What follows belongs to an exercise in optimizing a design on an open flow for small area, a short achievable clock period and few clock cycles per item; a production flow would make more cautious choices.
Function was checked by simulation only, so behaviour that the tests miss may differ from the original.
Power is estimated from default activity; no workload was simulated.

==> flow/design.v <==
package mac_cfg_pkg;
    localparam int DIM = 4;
    localparam int ELEM_W = 8;
    localparam int ACC_W = 16;
    localparam int LINE_W = 64;
    localparam int IADDR_W = 3;
    localparam int OADDR_W = 4;
    localparam int SIZE_W = 4;
endpackage
package mac_types_pkg;
    typedef struct packed {
        logic [4-1:0] m;
        logic [4-1:0] n;
        logic [4-1:0] t;
    } mnt_t;
    typedef enum logic [1:0] {
        ST_IDLE,
        ST_LOAD,
        ST_FEED
    } ctrl_state_e;
    typedef enum logic {
        WR_IDLE,
        WR_WRITE
    } wr_state_e;
    typedef struct packed {
        logic                       valid;
        logic                       first;
        logic                       last;
        logic [4-1:0]          rows;
        logic [0:4-1][8-1:0] a_vec;
        logic [0:4-1][8-1:0] b_vec;
    } operand_wave_t;
    typedef struct packed {
        logic                                valid;
        logic [4-1:0]                   rows;
        logic [0:4-1][0:4-1][16-1:0] acc;
    } result_block_t;
endpackage
`timescale 1ns/1ps
import mac_cfg_pkg::*;
import mac_types_pkg::*;
module mac_ctrl (
    input  logic                              CLK,
    input  logic                              RSTN,
    input  mac_types_pkg::mnt_t               mnt,
    input  logic                              start,
    output logic                              en_i,
    output logic [mac_cfg_pkg::IADDR_W-1:0]   addr_i,
    input  logic [mac_cfg_pkg::LINE_W-1:0]    rdata_i,
    output logic                              en_w,
    output logic [mac_cfg_pkg::IADDR_W-1:0]   addr_w,
    input  logic [mac_cfg_pkg::LINE_W-1:0]    rdata_w,
    output mac_types_pkg::operand_wave_t      wave
);
    mac_types_pkg::ctrl_state_e                         state;
    mac_types_pkg::mnt_t                                mnt_q;
    logic [IADDR_W-1:0]                  cnt;
    logic [SIZE_W-1:0]                   load_len;
    logic                                feed_last;
    logic                                rd_i_q;
    logic                                rd_w_q;
    logic [IADDR_W-1:0]                  rd_addr_q;
    logic [0:DIM-1][0:DIM-1][ELEM_W-1:0] a_buf;
    logic [0:DIM-1][0:DIM-1][ELEM_W-1:0] b_buf;
    logic [0:DIM-1][ELEM_W-1:0]          w_row;
    assign load_len = (mnt_q.t > mnt_q.n) ? mnt_q.t : mnt_q.n;
    assign feed_last = (cnt == mnt_q.n - 1'b1);
    assign en_i = (state == mac_types_pkg::ST_LOAD) && (cnt < mnt_q.t);
    assign en_w = (state == mac_types_pkg::ST_LOAD) && (cnt < mnt_q.n);
    assign addr_i = cnt;
    assign addr_w = cnt;
    always_ff @(posedge CLK or negedge RSTN) begin
        if (!RSTN) begin
            state <= mac_types_pkg::ST_IDLE;
            mnt_q <= '0;
            cnt <= '0;
            rd_i_q <= 1'b0;
            rd_w_q <= 1'b0;
            rd_addr_q <= '0;
        end else begin
            rd_i_q <= en_i;
            rd_w_q <= en_w;
            rd_addr_q <= cnt;
            case (state)
                mac_types_pkg::ST_IDLE: begin
                    if (start) begin
                        mnt_q <= mnt;
                        cnt <= '0;
                        state <= mac_types_pkg::ST_LOAD;
                    end
                end
                mac_types_pkg::ST_LOAD: begin
                    if (cnt == load_len) begin
                        cnt <= '0;
                        state <= mac_types_pkg::ST_FEED;
                    end else begin
                        cnt <= cnt + 1'b1;
                    end
                end
                mac_types_pkg::ST_FEED: begin
                    if (feed_last) begin
                        cnt <= '0;
                        state <= mac_types_pkg::ST_IDLE;
                    end else begin
                        cnt <= cnt + 1'b1;
                    end
                end
                default: state <= mac_types_pkg::ST_IDLE;
            endcase
        end
    end
    always_comb begin
        w_row = rdata_w[LINE_W-1 -: DIM*ELEM_W];
        for (int j = 0; j < DIM; j++) begin
            if (j >= mnt_q.m) begin
                w_row[j] = '0;
            end
        end
    end
    always_ff @(posedge CLK) begin
        if (state == mac_types_pkg::ST_IDLE && start) begin
            a_buf <= '0;
            b_buf <= '0;
        end else begin
            if (rd_i_q) begin
                a_buf[rd_addr_q] <= rdata_i[LINE_W-1 -: DIM*ELEM_W];
            end
            if (rd_w_q) begin
                b_buf[rd_addr_q] <= w_row;
            end
        end
    end
    always_comb begin
        wave = '0;
        if (state == mac_types_pkg::ST_FEED) begin
            wave.valid = 1'b1;
            wave.first = (cnt == '0);
            wave.last = feed_last;
            wave.rows = mnt_q.t;
            wave.b_vec = b_buf[cnt];
            for (int t = 0; t < DIM; t++) begin
                wave.a_vec[t] = a_buf[t][cnt];
            end
        end
    end
endmodule
`timescale 1ns/1ps
import mac_cfg_pkg::*;
module operand_skew (
    input  logic                         CLK,
    input  logic                         RSTN,
    input  mac_types_pkg::operand_wave_t wave_in,
    output mac_types_pkg::operand_wave_t wave_out
);
    logic [ELEM_W-1:0] a_lane [DIM];
    logic [ELEM_W-1:0] b_lane [DIM];
    for (genvar l = 0; l < DIM; l++) begin : g_lane
        if (l == 0) begin : g_pass
            assign a_lane[l] = wave_in.a_vec[l];
            assign b_lane[l] = wave_in.b_vec[l];
        end else begin : g_dly
            logic [ELEM_W-1:0] a_sr [l];
            logic [ELEM_W-1:0] b_sr [l];
            always_ff @(posedge CLK or negedge RSTN) begin
                if (!RSTN) begin
                    for (int n = 0; n < l; n++) begin
                        a_sr[n] <= '0;
                        b_sr[n] <= '0;
                    end
                end else begin
                    a_sr[0] <= wave_in.a_vec[l];
                    b_sr[0] <= wave_in.b_vec[l];
                    for (int n = 1; n < l; n++) begin
                        a_sr[n] <= a_sr[n-1];
                        b_sr[n] <= b_sr[n-1];
                    end
                end
            end
            assign a_lane[l] = a_sr[l-1];
            assign b_lane[l] = b_sr[l-1];
        end
    end
    always_comb begin
        wave_out = wave_in;
        for (int l = 0; l < DIM; l++) begin
            wave_out.a_vec[l] = a_lane[l];
            wave_out.b_vec[l] = b_lane[l];
        end
    end
endmodule
`timescale 1ns/1ps
import mac_cfg_pkg::*;
module mac_pe (
    input  logic                             CLK,
    input  logic                             RSTN,
    input  logic [mac_cfg_pkg::ELEM_W-1:0]   a_in,
    input  logic [mac_cfg_pkg::ELEM_W-1:0]   b_in,
    input  logic                             first_in,
    input  logic                             last_in,
    output logic [mac_cfg_pkg::ELEM_W-1:0]   a_out,
    output logic [mac_cfg_pkg::ELEM_W-1:0]   b_out,
    output logic                             first_out,
    output logic                             last_out,
    output logic [mac_cfg_pkg::ACC_W-1:0]    acc
);
    logic [ACC_W-1:0] prod;
    assign prod = a_in * b_in;
    always_ff @(posedge CLK or negedge RSTN) begin
        if (!RSTN) begin
            first_out <= 1'b0;
            last_out <= 1'b0;
        end else begin
            first_out <= first_in;
            last_out <= last_in;
        end
    end
    always_ff @(posedge CLK) begin
        a_out <= a_in;
        b_out <= b_in;
        acc <= first_in ? prod : acc + prod;
    end
endmodule
`timescale 1ns/1ps
import mac_cfg_pkg::*;
module systolic_array (
    input  logic                         CLK,
    input  logic                         RSTN,
    input  mac_types_pkg::operand_wave_t wave,
    output mac_types_pkg::result_block_t result
);
    logic [ELEM_W-1:0] a_bus [DIM][DIM+1];
    logic [ELEM_W-1:0] b_bus [DIM+1][DIM];
    logic              first_in_w [DIM][DIM];
    logic              last_in_w [DIM][DIM];
    logic              first_out_w [DIM][DIM];
    logic              last_out_w [DIM][DIM];
    logic [ACC_W-1:0]  acc_w [DIM][DIM];
    logic [ACC_W-1:0]  res_acc [DIM][DIM];
    logic [SIZE_W-1:0] rows_sr [2*DIM-1];
    for (genvar l = 0; l < DIM; l++) begin : g_edge
        assign a_bus[l][0] = wave.a_vec[l];
        assign b_bus[0][l] = wave.b_vec[l];
    end
    for (genvar i = 0; i < DIM; i++) begin : g_row
        for (genvar j = 0; j < DIM; j++) begin : g_col
            localparam int DLY = 2*DIM - 2 - i - j;
            if (i == 0 && j == 0) begin : g_src
                assign first_in_w[i][j] = wave.valid & wave.first;
                assign last_in_w[i][j] = wave.valid & wave.last;
            end else if (j == 0) begin : g_down
                assign first_in_w[i][j] = first_out_w[i-1][0];
                assign last_in_w[i][j] = last_out_w[i-1][0];
            end else begin : g_east
                assign first_in_w[i][j] = first_out_w[i][j-1];
                assign last_in_w[i][j] = last_out_w[i][j-1];
            end
            mac_pe u_pe (
                .CLK       (CLK),
                .RSTN      (RSTN),
                .a_in      (a_bus[i][j]),
                .b_in      (b_bus[i][j]),
                .first_in  (first_in_w[i][j]),
                .last_in   (last_in_w[i][j]),
                .a_out     (a_bus[i][j+1]),
                .b_out     (b_bus[i+1][j]),
                .first_out (first_out_w[i][j]),
                .last_out  (last_out_w[i][j]),
                .acc       (acc_w[i][j])
            );
            if (DLY == 0) begin : g_nodly
                assign res_acc[i][j] = acc_w[i][j];
            end else begin : g_dly
                logic [ACC_W-1:0] dly [DLY];
                always_ff @(posedge CLK) begin
                    dly[0] <= acc_w[i][j];
                    for (int n = 1; n < DLY; n++) begin
                        dly[n] <= dly[n-1];
                    end
                end
                assign res_acc[i][j] = dly[DLY-1];
            end
        end
    end
    always_ff @(posedge CLK) begin
        rows_sr[0] <= wave.rows;
        for (int n = 1; n < 2*DIM-1; n++) begin
            rows_sr[n] <= rows_sr[n-1];
        end
    end
    always_comb begin
        result.valid = last_out_w[DIM-1][DIM-1];
        result.rows = rows_sr[2*DIM-2];
        for (int i = 0; i < DIM; i++) begin
            for (int j = 0; j < DIM; j++) begin
                result.acc[i][j] = res_acc[i][j];
            end
        end
    end
endmodule
`timescale 1ns/1ps
import mac_cfg_pkg::*;
import mac_types_pkg::*;
module result_writer (
    input  logic                             CLK,
    input  logic                             RSTN,
    input  mac_types_pkg::result_block_t     result,
    output logic                             en_o,
    output logic                             rw_o,
    output logic [mac_cfg_pkg::OADDR_W-1:0]  addr_o,
    output logic [mac_cfg_pkg::LINE_W-1:0]   wdata_o,
    output logic                             done
);
    mac_types_pkg::wr_state_e          state;
    mac_types_pkg::result_block_t      blk;
    logic [OADDR_W-1:0] line;
    logic               last_line;
    assign last_line = (line == blk.rows - 1'b1);
    assign en_o = (state == mac_types_pkg::WR_WRITE);
    assign rw_o = (state == mac_types_pkg::WR_WRITE);
    assign addr_o = line;
    assign wdata_o = blk.acc[line];
    always_ff @(posedge CLK) begin
        if (result.valid) begin
            blk <= result;
        end
    end
    always_ff @(posedge CLK or negedge RSTN) begin
        if (!RSTN) begin
            state <= mac_types_pkg::WR_IDLE;
            line <= '0;
            done <= 1'b0;
        end else begin
            done <= 1'b0;
            case (state)
                mac_types_pkg::WR_IDLE: begin
                    if (result.valid) begin
                        line <= '0;
                        state <= mac_types_pkg::WR_WRITE;
                    end
                end
                mac_types_pkg::WR_WRITE: begin
                    if (last_line) begin
                        done <= 1'b1;
                        line <= '0;
                        if (!result.valid) begin
                            state <= mac_types_pkg::WR_IDLE;
                        end
                    end else begin
                        line <= line + 1'b1;
                    end
                end
                default: state <= mac_types_pkg::WR_IDLE;
            endcase
        end
    end
endmodule
`timescale 1ns/1ps
import mac_types_pkg::*;
module macarray (
    input  logic                                  CLK,
    input  logic                                  RSTN,
    input  logic [3*mac_cfg_pkg::SIZE_W-1:0]      MNT,
    input  logic                                  START,
    output logic                                  EN_I,
    output logic [mac_cfg_pkg::IADDR_W-1:0]       ADDR_I,
    input  logic [mac_cfg_pkg::LINE_W-1:0]        RDATA_I,
    output logic                                  EN_W,
    output logic [mac_cfg_pkg::IADDR_W-1:0]       ADDR_W,
    input  logic [mac_cfg_pkg::LINE_W-1:0]        RDATA_W,
    output logic                                  EN_O,
    output logic                                  RW_O,
    output logic [mac_cfg_pkg::OADDR_W-1:0]       ADDR_O,
    output logic [mac_cfg_pkg::LINE_W-1:0]        WDATA_O,
    output logic                                  DONE
);
    mac_types_pkg::operand_wave_t wave_raw;
    mac_types_pkg::operand_wave_t wave_skew;
    mac_types_pkg::result_block_t result;
    mac_ctrl u_ctrl (
        .CLK     (CLK),
        .RSTN    (RSTN),
        .mnt     (MNT),
        .start   (START),
        .en_i    (EN_I),
        .addr_i  (ADDR_I),
        .rdata_i (RDATA_I),
        .en_w    (EN_W),
        .addr_w  (ADDR_W),
        .rdata_w (RDATA_W),
        .wave    (wave_raw)
    );
    operand_skew u_skew (
        .CLK      (CLK),
        .RSTN     (RSTN),
        .wave_in  (wave_raw),
        .wave_out (wave_skew)
    );
    systolic_array u_array (
        .CLK    (CLK),
        .RSTN   (RSTN),
        .wave   (wave_skew),
        .result (result)
    );
    result_writer u_writer (
        .CLK     (CLK),
        .RSTN    (RSTN),
        .result  (result),
        .en_o    (EN_O),
        .rw_o    (RW_O),
        .addr_o  (ADDR_O),
        .wdata_o (WDATA_O),
        .done    (DONE)
    );
endmodule
==> flow/run.sh <==
#!/bin/bash
# synth_recipe.tcl (not shown) runs the flow's synth.tcl, then flattens the netlist and writes it again
# the make line also repeats each setting of config.mk as NAME=value (left out here)
make -C /OpenROAD-flow-scripts/flow DESIGN_CONFIG=/design/flow/config.mk WORK_HOME=/design/flow/orfs CLKGATE_MAP_FILE= SYNTH_SCRIPT=/design/flow/synth_recipe.tcl finish
==> flow/config.mk <==
export PLATFORM = sky130hd
export DESIGN_NAME = macarray
export DESIGN_NICKNAME = macarray
export VERILOG_FILES = /design/flow/design.v
export SDC_FILE = /design/flow/constraint.sdc
export NUM_CORES = 4
export LEC_CHECK = 0
export CAP_MARGIN = 20
export CORE_MARGIN = 2
export CORE_UTILIZATION = 40
export SLEW_MARGIN = 20
==> flow/constraint.sdc <==
create_clock -name core_clock -period 6.5 [get_ports {CLK}]
set_input_delay 1.3000 -clock core_clock [delete_from_list [all_inputs] [get_ports {CLK}]]
set_output_delay 1.3000 -clock core_clock [all_outputs]
set_load 0.01 [all_outputs]
==> impl_metrics.yaml <==
global_routing:
  antenna_found_initial: 11
  grt_pass1_vias: 63643
  grt_pass1_wl_um: 343900
  grt.total_usage_pct: 17.61
  grt_max_degree: 140
  grt_overflow: 0
logic_synthesis:
  yosysTopAreaCell: "dfxtp_1"
  syn_avg_cell_area_um2: 10.60
  synth_nets: 10569
  synth_common_cells: "dfxtp_1 (1,500), nand2_1 (1,116), inv_1 (857), ha_1 (841), fa_1 (592)"
  ys_types: 80
  ys_seq_area_share_pct: 43.28
  async_reset_ff_share_pct: 7.222
  synth.cell_area_um2: 95350
  yosysWarnings: 58
  synth_edf_count: 260
  synth_top_area_share_pct: 31.49
  yosysMostFrequentCell: "dfxtp_1"
  synth_seq_cells: 1897
  ys.flop_type: "dfxtp_1"
  postSynthCellCount: 8993
  synth.area.top_cells: "dfxtp_1 (31%), fa_1 (12%), ha_1 (11%)"
die:
  dieWidth_um: 492.2
  row_count: 179
  initial_core_util_pct: 40.16
  io_pins: 222
  die_h_um: 492.2
  core_um2: 237400
  dieArea_um2: 242300
setup_path:
  crit_top_cell: "inv_1"
  cp_top_family: "adder cells"
  r2r_cells: 28
  critPathBufInv: 8
  reg2reg_from: "u_ctrl.cnt[0]$_DFFE_PN0P_"
  rrSetupSlack_ns: 0.19
  cp_slowest_cell: "fa_1"
  end_kind: "register"
  crit_type: "reg -> reg"
  max_stage_delay_ns: 0.54
  crit_arrival_ns: 7.05
  start_kind: "register"
  crit_fanout: 5
  reg2reg_to: "u_array.g_row[0].g_col[0].u_pe.acc[14]$_DFF_P_"
  required_ns: 7.25
clock_tree:
  cts.sinks: 1897
  clk_path_buf_depth: 3
  clkSlewWorstSetupHoldPaths_ns: 0.06
  cts_hold_buf: 0
  cts-buffers-inserted: 195
  clockRootBuffer: "clkbuf_16"
  clk_latency_ns: 0.84
  h-tree-depth: 4
  cts_tree: "done"
detailed_routing:
  via_per_inst: 5.011
  wl_per_cell_um: 17.00
  drc_errors: 0
  vias: 63166
  ant_nets: 0
  drt-initial-drc-count: 3604
  first_pass_iters: 5
  wl_um: 214400
final_layout:
  drive_gt1_share_pct: 7.780
  synthToLayoutAreaGrowth_pct: 13.38
  nNetsFinal: 10839
timing:
  rsz0062_at_grt: "true"
  worst_pin_slew_ns: 1.085
  hold_viol_final: 0
  maxSlewHeadroom_pct: 27.69
  max_freq_mhz: 158.6
  setup_viol: 0
  finalClockSkew_ns: 0.03666
  holdWs_ns: 0.3002
  post-route-period-util_pct: 97.01
  slew_viol_final: 0
  period_needed_ns: 6.306
power:
  p_per_area_nw_per_um2: 302.9
  p_leak_nw: 49.41
  peakVddDrop_v: 0.0004592
  power_mw: 32.74
place:
  dp_hpwl_um: 162400
  place.gp.congestion: 0.8556
  io_buffer_count: 157
min_path:
  hold_path.class: "reg -> reg"
  holdPathStages: 0
  worstHoldStart: "u_array.g_row[0].g_col[1].g_dly.dly[1][11]$_DFF_P_"
  hold_end: "u_array.g_row[0].g_col[1].g_dly.dly[2][11]$_DFF_P_"
run:
  maxCapViolCount: 0
run_status:
  outcome: "timing/DRC/antenna clean"
through the flow:
| stage | area [µm²] | cells | worst slack, ns | setup TNS [ns] | utilization [%] |
|---|---|---|---|---|---|
| final | 108100 | 12606 | 0.1941 | 0 | 45.54 |
| after global routing | 108100 | 12602 | -0.06091 | -0.1267 | 45.53 |
| after CTS | 108000 | 12599 | 0.03129 | 0 | 45.49 |
| after detailed placement | 101100 | 12229 | -0.002614 | -0.002614 | 42.59 |
| after global placement | 101100 | 12229 | -0.006587 | -0.006587 | 42.59 |
| after floorplan | 95350 | 8993 | -0.1221 | -0.1221 | - |
repair_timing:
action / CTS / global route
pin swaps: 0 / 7
setup endpoints to repair: 1 / 6
endpoints found under the hold margin: 0 / 0
gates cloned: 0 / 0
buffers inserted: 2 / 2
gates resized for setup: 0 / 23
logic make-up after synthesis:
logic type | Yosys count | synth area share [%]
simple gates | 2696 | 13.16
compound gates | 1336 | 8.699
mux | 188 | 3.720
xor+xnor | 373 | 3.441
fa+ha+maj | 1433 | 23.47
buf+inv | 1070 | 4.241
flops | 1897 | 43.28
cell usage in the layout, fill, tap and decap left out, types with 51 or more instances in the layout:
master / synthesis / final
dfxtp_1: 1500 / 1500
fa_1: 592 / 591
xor2_1: 136 / 136
and3_1: 72 / 72
xnor2_1: 236 / 236
ha_1: 841 / 840
inv_1: 857 / 857
buf_4: 4 / 118
mux4_2: 128 / 128
o21ai_0: 244 / 242
nand3_1: 77 / 76
dfrtp_1: 137 / 128
edfxtp_1: 260 / 260
o21bai_1: 62 / 62
mux2_2: 51 / 51
and2_1: 517 / 515
a21o_1: 112 / 112
nor2_1: 550 / 548
clkdlybuf4s50_1: 0 / 156
a21oi_1: 565 / 562
nand2_1: 1116 / 1106
nor3_1: 110 / 110
clkbuf_16: 0 / 203
nor2b_1: 97 / 97
where the power goes:
group	switching, mW	internal (mW)	total (mW)	leakage (nW)
combinational	3.20	2.54	5.74	29.5
clock	4.82	6.84	11.7	3.34
sequential	1.25	14.1	15.4	16.6
total	9.27	23.5	32.7	49.4
sequential cells by signal (all words and copies together) (netlist names), 2 cells and up:
register and cells:
u_array.g_row.g_col.u_pe.first_out 6, u_ctrl.cnt 3, u_array.g_row.g_col.u_pe.b_out 96, u_skew.g_lane.g_dly.a_sr 48, u_writer.blk 260, u_array.g_row.g_col.g_dly.dly 768
u_ctrl.a_buf 128, u_ctrl.rd_addr_q 3, u_writer.line 4, u_ctrl.b_buf 128, u_array.g_row.g_col.u_pe.last_out 7, u_array.g_row.g_col.u_pe.acc 256
u_skew.g_lane.g_dly.b_sr 48, u_ctrl.mnt_q 12, u_array.g_row.g_col.u_pe.a_out 96, u_array.rows_sr 28, u_ctrl.state 2
routing by layer:
metal / global-route usage (%) / part of all wire (%)
met5: 0 / 0
met4: 4.242 / 1.9
met3: 2.426 / 4.9
met2: 28.43 / 46
met1: 24.97 / 47
worst reg2reg max path: cells and delay by family (launching register included):
| family | cells | cell delay (ns) |
|---|---|---|
| compound gates | 5 | 0.63 |
| xor+xnor | 1 | 0.20 |
| fa+ha+maj | 6 | 2.59 |
| buf+inv | 8 | 0.65 |
| flops | 1 | 0.53 |
| mux | 1 | 0.45 |
| simple gates | 7 | 1.15 |
worst max-delay path by stage:
stage,start,to,cells after the start
detailed placement,u_ctrl.cnt[0]$_DFFE_PN0P_,u_array.g_row[0].g_col[0].u_pe.acc[14]$_DFF_P_,27
global route,u_ctrl.cnt[0]$_DFFE_PN0P_,u_array.g_row[0].g_col[0].u_pe.acc[13]$_DFF_P_,31
CTS,u_ctrl.cnt[0]$_DFFE_PN0P_,u_array.g_row[0].g_col[0].u_pe.acc[14]$_DFF_P_,28
floorplan,u_ctrl.cnt[1]$_DFFE_PN0P_,u_array.g_row[0].g_col[0].u_pe.acc[15]$_DFF_P_,30
global placement,u_ctrl.cnt[0]$_DFFE_PN0P_,u_array.g_row[0].g_col[0].u_pe.acc[15]$_DFF_P_,27
finish,u_ctrl.cnt[0]$_DFFE_PN0P_,u_array.g_row[0].g_col[0].u_pe.acc[14]$_DFF_P_,28
cell type report:
type	instances	area [µm²]
fillers	21949	129300
multi-input cells	6026	50130
flip-flops and latches	1897	41290
clock buffers	254	5451
well taps	3167	3963
inverters	858	3221
repair buffers	285	2641
clock inverters	114	1398
diodes	5	12.51
Testbench counts, summed over its fixed seeds: cycles 24,418, jobs 1,280.

-- re-timing with driven ports --
No port has a modelled driver above. Below, the same layout with a new extraction and two added sets of constraints. Step 1 sets driving cells, clkbuf_16 on the clock port and buf_2 on the other inputs (assumed; they add their load-dependent delay and slew). Step 2 adds t to the input delays and takes it off the output delays; t is the mean of the earliest and latest rising clock arrival at the registers after step 1. Input paths then give back, and output paths get back, about the clock's delay inside the block. Slacks: no drivers / after step 1 / after step 2; pairs: no drivers / after step 1.
t, ns: 0.905
slack for setup (ns): 0.194 / 0.194 / 0.194
hold slack, ns: 0.300 / 0.300 / 0.300
latest minus earliest clock arrival (ns): 0.044 / 0.044
worst register clock-pin slew, ns: 0.07 / 0.07
After both steps setup and hold are still met in this run. For this run, drivers alone change the setup slack by 0.000 ns; drivers and shift together by 0.000 ns.
